This is an optimization exercise on Yosys and OpenROAD, whose aim is small area and a short achievable clock period, not a production implementation. Function was checked by simulation only, so behaviour that the tests miss may differ from the original. Power and IR drop assume default switching activity.

==> flow/design.v (excerpt) <==
module conv3x3_pe #(
    parameter int SHIFT = 4,
    parameter int ACC_W = 21
) (
    input  logic         clk,
    input  logic         rst,
    input  logic [7:0]   p00,
    input  logic [7:0]   p01,
    input  logic [7:0]   p02,
    input  logic [7:0]   p10,
    input  logic [7:0]   p11,
    input  logic [7:0]   p12,
    input  logic [7:0]   p20,
    input  logic [7:0]   p21,
    input  logic [7:0]   p22,
    input  logic         window_valid,
    input  logic         w_load,
    input  logic [3:0]   w_idx,
    input  logic [7:0]   w_data,
    output logic [7:0]   out_pixel,
    output logic         out_valid,
    output logic [15:0]  out_count
);
==> flow/config.mk <==
export PLATFORM = sky130hd
export DESIGN_NAME = conv3x3_pe
export DESIGN_NICKNAME = conv3x3_pe
export VERILOG_FILES = /design/flow/design.v
export SDC_FILE = /design/flow/constraint.sdc
export NUM_CORES = 4
export LEC_CHECK = 0
export ABC_CLOCK_PERIOD_IN_PS = 2000
export CAP_MARGIN = 20
export CORE_MARGIN = 2
export CORE_UTILIZATION = 55
export CTS_CLUSTER_DIAMETER = 130
export CTS_CLUSTER_SIZE = 24
export PLACE_DENSITY = 0.7
export SETUP_SLACK_MARGIN = 2.3
export SLEW_MARGIN = 20
export SYNTH_HIERARCHICAL = 1
export SYNTH_MINIMUM_KEEP_SIZE = 0
==> flow/constraint.sdc <==
create_clock -name core_clock -period 5.5 [get_ports {clk}]
set_input_delay 1.1000 -clock core_clock [delete_from_list [all_inputs] [get_ports {clk}]]
set_output_delay 1.1000 -clock core_clock [all_outputs]
set_load 0.01 [all_outputs]
standard.sh (not shown) runs the stock make flow with config.mk's settings and CLKGATE_MAP_FILE= SYNTH_SCRIPT=/design/flow/synth_recipe.tcl, a recipe that flattens the netlist after the stock synthesis.
==> flow/flow/run.sh <==
#!/bin/bash
# Own flow: the standard layout (standard.sh: the standard synthesis and
# ORFS steps, unchanged), except that the port buffers buffer_ports inserts
# during global placement are plain buf_1 cells instead of the default pick.
set -euo pipefail
export BUFFER_PORTS_ARGS="-buffer_cell sky130_fd_sc_hd__buf_1"
bash standard.sh > standard_flow.log 2>&1
==> next run, changes <==
CTS_CLUSTER_DIAMETER = 120   (was 130)
CTS_CLUSTER_SIZE = 20   (was 24)
SETUP_SLACK_MARGIN = 2.1   (was 2.3)
What happened:
- worst setup slack got worse by 270 ps
- maximum frequency shrinks by 7.8%
- synthesized cell count does not change
- global-route usage rises by 0.23 points
- power stays flat
- core utilization came out lower by 1.2 points
- combinational power went down by about 10%
- flip-flop and latch count stays the same
- clock-buffer cell count came out higher by 3

---

conv3x3_pe, a different RTL version from the one above (not shown whole).
For scale: ~270 flip-flops, ~110 I/O pins, about 0.022 mm^2 of cells after synthesis.
Settings: LEC_CHECK=0, ABC_CLOCK_PERIOD_IN_PS=2000, CAP_MARGIN=20, CORE_MARGIN=2, CORE_UTILIZATION=40, SETUP_SLACK_MARGIN=1.4, SLEW_MARGIN=20, SYNTH_HIERARCHICAL=1, SYNTH_MINIMUM_KEEP_SIZE=0; clock period 5.5 ns.
Scripts as last shown in full above: flow/flow/run.sh
The starting point finished with timing, DRC and antenna clean.
Change:
==> flow/run.sh (new file) <==
#!/bin/bash
# synth_recipe.tcl (not shown) runs the flow's synth.tcl, then flattens the netlist and writes it again
# the make line also repeats each setting of config.mk as NAME=value (left out here)
make -C /OpenROAD-flow-scripts/flow DESIGN_CONFIG=/design/flow/config.mk WORK_HOME=/design/flow/orfs CLKGATE_MAP_FILE= SYNTH_SCRIPT=/design/flow/synth_recipe.tcl finish
removed: flow/flow/run.sh
removed: flow/standard.sh
Critical path depth does not change.
Routed wire length rises slightly.
Synthesized cell count stays the same.
Change:
==> flow/flow/run.sh (new file) <==
#!/bin/bash
# Own flow: the standard layout (standard.sh: the standard synthesis and
# ORFS steps, unchanged), except that the port buffers buffer_ports inserts
# during global placement are plain buf_1 cells instead of the default pick.
set -euo pipefail
export BUFFER_PORTS_ARGS="-buffer_cell sky130_fd_sc_hd__buf_1"
bash standard.sh > standard_flow.log 2>&1
==> flow/standard.sh (new file) <==
#!/bin/bash
# synth_recipe.tcl (not shown) runs the flow's synth.tcl, then flattens the netlist and writes it again
# the make line also repeats each setting of config.mk as NAME=value (left out here)
make -C /OpenROAD-flow-scripts/flow DESIGN_CONFIG=/design/flow/config.mk WORK_HOME=/design/flow/orfs CLKGATE_MAP_FILE= SYNTH_SCRIPT=/design/flow/synth_recipe.tcl "${@:-finish}"
--- a/flow/config.mk
+++ b/flow/config.mk
@@ -11,3 +11,3 @@
 export CORE_UTILIZATION = 40
-export SETUP_SLACK_MARGIN = 1.4
+export SETUP_SLACK_MARGIN = 2.2
 export SLEW_MARGIN = 20
removed: flow/run.sh
Result: Wire length fell by 1.5%; cell area is higher by 9.0%; flip-flop and latch count is unchanged; area after synthesis stays the same; register-to-register slack gets better by 0.25 ns.
Change:
==> flow/run.sh (new file) <==
#!/bin/bash
# synth_recipe.tcl (not shown) runs the flow's synth.tcl, then flattens the netlist and writes it again
# the make line also repeats each setting of config.mk as NAME=value (left out here)
make -C /OpenROAD-flow-scripts/flow DESIGN_CONFIG=/design/flow/config.mk WORK_HOME=/design/flow/orfs CLKGATE_MAP_FILE= SYNTH_SCRIPT=/design/flow/synth_recipe.tcl finish
--- a/flow/config.mk
+++ b/flow/config.mk
@@ -11,3 +11,2 @@
 export CORE_UTILIZATION = 40
-export SETUP_SLACK_MARGIN = 2.2
 export SLEW_MARGIN = 20
removed: flow/flow/run.sh
removed: flow/standard.sh
Effect:
- The changed run completed without violations
- cell area falls by 9.0%
- via count falls by 3.6%
- non-clock buffer count falls by 106

---

build 19:
conv3x3_pe, a different RTL version from the one above (not shown whole).
For scale: about 110 I/O pins, ~24,000 µm² of cells after synthesis.
## conv3x3_pe
module conv3x3_pe #(
    parameter int SHIFT = 4,
    parameter int ACC_W = 21
) (
    input  logic         clk,
    input  logic         rst,
    input  logic [7:0]   p00,
    input  logic [7:0]   p01,
    input  logic [7:0]   p02,
    input  logic [7:0]   p10,
    input  logic [7:0]   p11,
    input  logic [7:0]   p12,
    input  logic [7:0]   p20,
    input  logic [7:0]   p21,
    input  logic [7:0]   p22,
    input  logic         window_valid,
    input  logic         w_load,
    input  logic [3:0]   w_idx,
    input  logic [7:0]   w_data,
    output logic [7:0]   out_pixel,
    output logic         out_valid,
    output logic [15:0]  out_count
);
Settings: LEC_CHECK=0, ABC_CLOCK_PERIOD_IN_PS=2000, CAP_MARGIN=20, CORE_MARGIN=2, CORE_UTILIZATION=65, CTS_CLUSTER_DIAMETER=130, CTS_CLUSTER_SIZE=24, PLACE_DENSITY=0.8, SETUP_SLACK_MARGIN=2.3, SLEW_MARGIN=20, SYNTH_HIERARCHICAL=1, SYNTH_MINIMUM_KEEP_SIZE=0; clock period 5.5 ns.
==> flow/flow/run.sh <==
#!/bin/bash
# Own flow: the standard layout (standard.sh: the standard synthesis and
# ORFS steps, unchanged), except that the port buffers buffer_ports inserts
# during global placement are plain buf_1 cells instead of the default pick.
set -euo pipefail
export BUFFER_PORTS_ARGS="-buffer_cell sky130_fd_sc_hd__buf_1"
bash standard.sh > standard_flow.log 2>&1
Build 19: flow completed, timing, DRC and antenna clean
## Diff of input files: build 41 against build 19
Settings: changing CORE_UTILIZATION from 65 to 55; changing PLACE_DENSITY from 0.8 to 0.7.
Notes after the runs:
Build 41 vs build 19 on arrival time of data at the critical path endpoint: build 41 is the lower one. Between build 41 and build 19, the critical path depth is higher for build 19. The multi-input gate area in the final layout of build 41 and that of build 19 are within noise of each other. Setup slack in build 41 is larger than in build 19. From build 19 to build 41 the numbers moved as follows: clock power essentially unchanged; worst max-slew margin expressed relative to the limit increased 5.9 points. Cmp build 41 and build 19 / combinational share of power / lower: build 41.
> inputs changed (build 41 -> build 63)
Settings: a change of CTS_CLUSTER_SIZE from 24 to 20; a change of SETUP_SLACK_MARGIN from 2.3 to 2.1; a change of CTS_CLUSTER_DIAMETER from 130 to 120.
### Flow results
Build 63 — arrival time at the worst endpoint 120 ps higher, build 41 as reference
NOTE: multi-input logic portion of the cell area in build 63 exceeds that of build 41
A last element of the critical path of r2_q[48] is what build 41 shows, while c11_q belongs to build 63.
Post-route clock period utilization in build 63 vs build 41: up 2.6 points
When build 63 is measured against build 41, its routed metal-1 wire length turns out 1.1 mm higher.
For build 41, the source of the critical timing path was px_q[4][3], unlike build 63, where it was r2_q[5].
Build 63 reports a higher global-route wire length before repair than build 41 does.
| worst setup slack | lower: build 63 |
Diff build 41 -> build 63: maximum frequency dropped about 4.4%, flip-flop and latch count barely changed, placement-stage worst setup slack dropped 73 ps.
HPWL after detailed placement: build 63 worse than build 41
#### Input delta (build 31 over build 63)
Settings: clearing PLACE_DENSITY, which used to be 0.7; swapping 55 for 40 in CORE_UTILIZATION.
==> comparison <==
Any difference in worst hold slack between build 63 and build 31 is small enough to ignore. Build 31 | stages: all done | timing, DRC, antenna: all pass. In the reports for build 31 and build 63, the larger timing-limited maximum frequency belongs to build 63. From build 63 to build 31 the numbers moved as follows: count of flip-flops with a built-in enable after synthesis closely matched the old numbers; vias per cell went down 8.9%; fraction of area in non-clock buffers was more or less identical; total number of sequential cells roughly the same; floorplan row count shows an increase of 13. Total via count in the routed design delta (build 31 − build 63): favourable. Flop-to-flop setup slack came out lower on build 31 than on build 63. Power share of the combinational group (higher): build 63. Clock tree cell share of total cell area delta (build 63 -> build 31): insignificant.
The inputs of build 77 differ from those of build 31 as listed below.
Settings: putting PLACE_DENSITY at 0.7 where nothing was set; swapping 2.1 for 2.2 in SETUP_SLACK_MARGIN; swapping 20 for 24 in CTS_CLUSTER_SIZE; swapping 40 for 55 in CORE_UTILIZATION; swapping 120 for 130 in CTS_CLUSTER_DIAMETER.
[summary]
- Looking at the reports, build 77 completed the entire flow and the layout it produced met the timing, design-rule and antenna checks.
- Compared with build 31, build 77 shows total detailed-routing wirelength lower by about 7%.
- | area occupied by multi-input gates | build 77 vs build 31 | ≈ equal |
- Changes observed in build 77 relative to build 31: total power went down; detailed-route via count saw an increase; sequential share of layout area rose by 0.47 points.
- Looking at post-layout instance area, build 77 sits 260 µm² lower than build 31 does.
Relative to build 77, the following input files were edited for build 12:
Settings: CTS_CLUSTER_DIAMETER now 120, was 130; PLACE_DENSITY no longer set, was 0.7; CORE_UTILIZATION now 40, was 55; SETUP_SLACK_MARGIN now 2.4, was 2.2; CTS_CLUSTER_SIZE now 20, was 24.
Results
The register-to-register slack in build 12 was higher than what build 77 gave.
On hold slack, build 77 tracks build 12 almost exactly.
Compared to build 77, build 12 has post-placement cell count 8.6% higher.
Between build 77 and build 12, core area increased.
Compared with build 77, build 12 shows a higher non-clock buffering overhead in the final layout.
In the flow results for build 12 and build 77, the number of clock buffer instances in the layout is smaller on build 77.
As of build 12, maximum number of pins on one net before global-route repair had risen by more than 100% compared to build 77.
| initial cell density of the core | higher: build 77 |
Via count of the routed design went up by a few percent going from build 77 to build 12.
Area of the multi-input gates: build 12 vs build 77 up 2.7%
Setup slack improves in build 12 relative to build 77.

[afterwards: timing with drivers on the ports]
No port has a modelled driver above. Below, the same layouts with a new extraction and two added sets of constraints.
Step 1, drivers: a clkbuf_16 drives clk and a buf_2 each remaining input, both assumed.
Step 2 adds t to the input delays and takes it off the output delays; t is the mean of the earliest and latest rising clock arrival at the registers after step 1. Input paths then give back, and output paths get back, about the clock's delay inside the block.
Three values: ideal ports, drivers, drivers and shift; two values: the first two.
| run | t (ns) | slack for setup (ns) | latest minus earliest clock arrival (ns) | worst data-port slew with drivers (ns) |
|---|---|---|---|---|
| the first run of note 1 | 0.589 | 2.338 / 2.296 / 2.338 | 0.020 / 0.020 | 0.04 |
| the second run of note 1 | 0.601 | 2.069 / 2.069 / 2.069 | 0.031 / 0.031 | 0.05 |
| the first run of note 2 | 0.613 | 1.459 / 1.459 / 1.459 | 0.028 / 0.028 | 0.05 |
| the second run of note 2 | 0.631 | 1.479 / 1.479 / 1.479 | 0.018 / 0.019 | 0.05 |
| the third run of note 2 | 0.611 | 1.728 / 1.728 / 1.728 | 0.026 / 0.027 | 0.04 |
| the fourth run of note 2 | 0.627 | 1.196 / 1.196 / 1.196 | 0.015 / 0.015 | 0.05 |
| build 19 | 0.599 | 2.279 / 2.229 / 2.279 | 0.038 / 0.038 | 0.05 |
| build 41 | 0.593 | 2.312 / 2.264 / 2.312 | 0.039 / 0.039 | 0.07 |
| build 63 | 0.610 | 2.167 / 2.167 / 2.167 | 0.023 / 0.022 | 0.06 |
| build 31 | 0.607 | 2.125 / 2.125 / 2.125 | 0.037 / 0.038 | 0.05 |
| build 77 | 0.613 | 2.192 / 2.192 / 2.192 | 0.050 / 0.051 | 0.07 |
| build 12 | 0.617 | 2.298 / 2.238 / 2.362 | 0.023 / 0.023 | 0.04 |
After both steps every run listed still meets setup and hold.
